What follows belongs to an exercise in optimizing a design on an open flow for small area; a production flow would make more cautious choices. In this exercise RTL edits were held to simulation tests only and were not proved equivalent to the original. Power and IR drop assume default switching activity.

wip/quartz:
Design multicast_tree_member_table_unit, start of the top module:
module multicast_tree_member_table_unit
#(
    parameter int MAX_MEMBERS = 16
) (
    input  logic         clk,
    input  logic         rst_n,
    input  logic         s_tvalid,
    output logic         s_tready,
    input  logic [47:0]  s_tdata,    
    input  logic [2:0]   s_tuser,    
    output logic         m_tvalid,
    input  logic         m_tready,
    output logic [111:0] m_tdata,    
    output logic [2:0]   m_tuser,    
    output logic         m_tlast,
    input  logic         cfg_valid,
    output logic         cfg_ready,
    input  logic         cfg_index,
    input  logic [31:0]  cfg_data
);
clock: 10.0 ns
lec_check: 0
cap_margin: 20
core_margin: 2
core_utilization: 65
slew_margin: 20
standard.sh (not shown) runs the stock make flow with config.mk's settings and CLKGATE_MAP_FILE= SYNTH_SCRIPT=/design/flow/synth_recipe.tcl, a recipe that flattens the netlist after the stock synthesis.
==> flow/flow/run.sh <==
#!/bin/bash
# The standard layout (standard.sh, unchanged make targets and settings) with
# three changes:
#  - synthesis maps logic with an area-oriented ABC script (flow/abc_area.script);
#    everything else in synthesis is synth_recipe.tcl as given (same registers);
#  - port buffers use buf_1;
#  - CTS uses clkbuf_8 leaf clusters of at most 17 sinks within 50 um and no dummy loads.
# Each tool's output is in ORFS's own logs under orfs/logs; make's output is in
# flow_make.log.
set -euo pipefail
HERE=$(pwd)
{
  echo "proc abc {args} {"
  echo "  set i [lsearch \$args -script]"
  echo "  set args [lreplace \$args \$i [expr {\$i + 1}] -script $HERE/flow/abc_area.script]"
  echo "  yosys abc {*}\$args"
  echo "}"
  cat synth_recipe.tcl
} > my_synth.tcl
sed "s#SYNTH_SCRIPT=[^ ]*#SYNTH_SCRIPT=$HERE/my_synth.tcl#" standard.sh > my_standard.sh
grep -q "SYNTH_SCRIPT=$HERE/my_synth.tcl" my_standard.sh
export BUFFER_PORTS_ARGS="-buffer_cell sky130_fd_sc_hd__buf_1"
export CTS_ARGS="-sink_clustering_enable -repair_clock_nets -dont_use_dummy_load -sink_clustering_size 17 -sink_clustering_max_diameter 50 -buf_list sky130_fd_sc_hd__clkbuf_8 "
bash my_standard.sh finish > flow_make.log 2>&1
==> flow/flow/abc_area.script <==
strash; balance; rewrite; refactor; balance; rewrite; rewrite -z; balance; refactor -z; rewrite -z; balance; dch -f; amap
Relative to wip/quartz, the following input files were edited for wip/xenon:
diff --git a/flow/flow/run.sh b/flow/flow/run.sh
--- a/flow/flow/run.sh
+++ b/flow/flow/run.sh
@@ -5,5 +5,5 @@
 #    everything else in synthesis is synth_recipe.tcl as given (same registers);
 #  - port buffers use buf_1;
-#  - CTS uses clkbuf_8 leaf clusters of at most 17 sinks within 50 um and no dummy loads.
+#  - CTS uses clkbuf_8 leaf clusters of at most 19 sinks within 55 um and no dummy loads.
 # Each tool's output is in ORFS's own logs under orfs/logs; make's output is in
 # flow_make.log.
@@ -21,4 +21,4 @@
 grep -q "SYNTH_SCRIPT=$HERE/my_synth.tcl" my_standard.sh
 export BUFFER_PORTS_ARGS="-buffer_cell sky130_fd_sc_hd__buf_1"
-export CTS_ARGS="-sink_clustering_enable -repair_clock_nets -dont_use_dummy_load -sink_clustering_size 17 -sink_clustering_max_diameter 50 -buf_list sky130_fd_sc_hd__clkbuf_8 "
+export CTS_ARGS="-sink_clustering_enable -repair_clock_nets -dont_use_dummy_load -sink_clustering_size 19 -sink_clustering_max_diameter 55 -buf_list sky130_fd_sc_hd__clkbuf_8 "
 bash my_standard.sh finish > flow_make.log 2>&1
==> notes.md <==
- ~same mean number of vias per cell in wip/quartz and wip/xenon
- Higher worst hold slack was reported by wip/quartz, not wip/xenon.
- The final area number comes out lower for wip/xenon vs wip/quartz.
### wip/xenon -> wip/lagoon
diff --git a/flow/flow/run.sh b/flow/flow/run.sh
--- a/flow/flow/run.sh
+++ b/flow/flow/run.sh
@@ -5,5 +5,5 @@
 #    everything else in synthesis is synth_recipe.tcl as given (same registers);
 #  - port buffers use buf_1;
-#  - CTS uses clkbuf_8 leaf clusters of at most 19 sinks within 55 um and no dummy loads.
+#  - CTS uses clkbuf_16 leaf clusters of at most 30 sinks within 60 um and no dummy loads.
 # Each tool's output is in ORFS's own logs under orfs/logs; make's output is in
 # flow_make.log.
@@ -21,4 +21,4 @@
 grep -q "SYNTH_SCRIPT=$HERE/my_synth.tcl" my_standard.sh
 export BUFFER_PORTS_ARGS="-buffer_cell sky130_fd_sc_hd__buf_1"
-export CTS_ARGS="-sink_clustering_enable -repair_clock_nets -dont_use_dummy_load -sink_clustering_size 19 -sink_clustering_max_diameter 55 -buf_list sky130_fd_sc_hd__clkbuf_8 "
+export CTS_ARGS="-sink_clustering_enable -repair_clock_nets -dont_use_dummy_load -sink_clustering_size 30 -sink_clustering_max_diameter 60 -buf_list sky130_fd_sc_hd__clkbuf_16 "
 bash my_standard.sh finish > flow_make.log 2>&1
Results
- Compared with wip/xenon, in wip/lagoon data required time of the worst path lost 150 ps; global routing met3 resource utilization lost 0.39 points.
- Compared with wip/xenon, wip/lagoon shows a higher global-route usage.
- Post-layout total power (wip/lagoon vs. wip/xenon) increases by a few percent
- Going from wip/xenon to wip/lagoon, global-route wire length before repair grew by a little under 10%.

[re-timing with driven ports]
No port has a modelled driver above. Below, the same layouts with a new extraction and two added sets of constraints.
Step 1, drivers: a clkbuf_16 drives clk and a buf_2 each remaining input, both assumed.
Step 2 moves the port delays by t, midway between the first and last clock arrival at a register: inputs arrive t later, outputs are due t later. That takes back most of the time a late clock gives input paths.
a / b / c = no drivers / after step 1 / after step 2; a / b = the first two.
| run | shift t [ns] | setup slack, ns | pins driven straight from the clock port |
|---|---|---|---|
| wip/quartz | 0.809 | 2.924 / 2.924 / 2.924 | 1 |
| wip/xenon | 0.821 | 2.822 / 2.822 / 2.822 | 1 |
| wip/lagoon | 0.707 | 2.814 / 2.814 / 2.814 | 1 |
After both steps setup and hold are still met in every run listed.
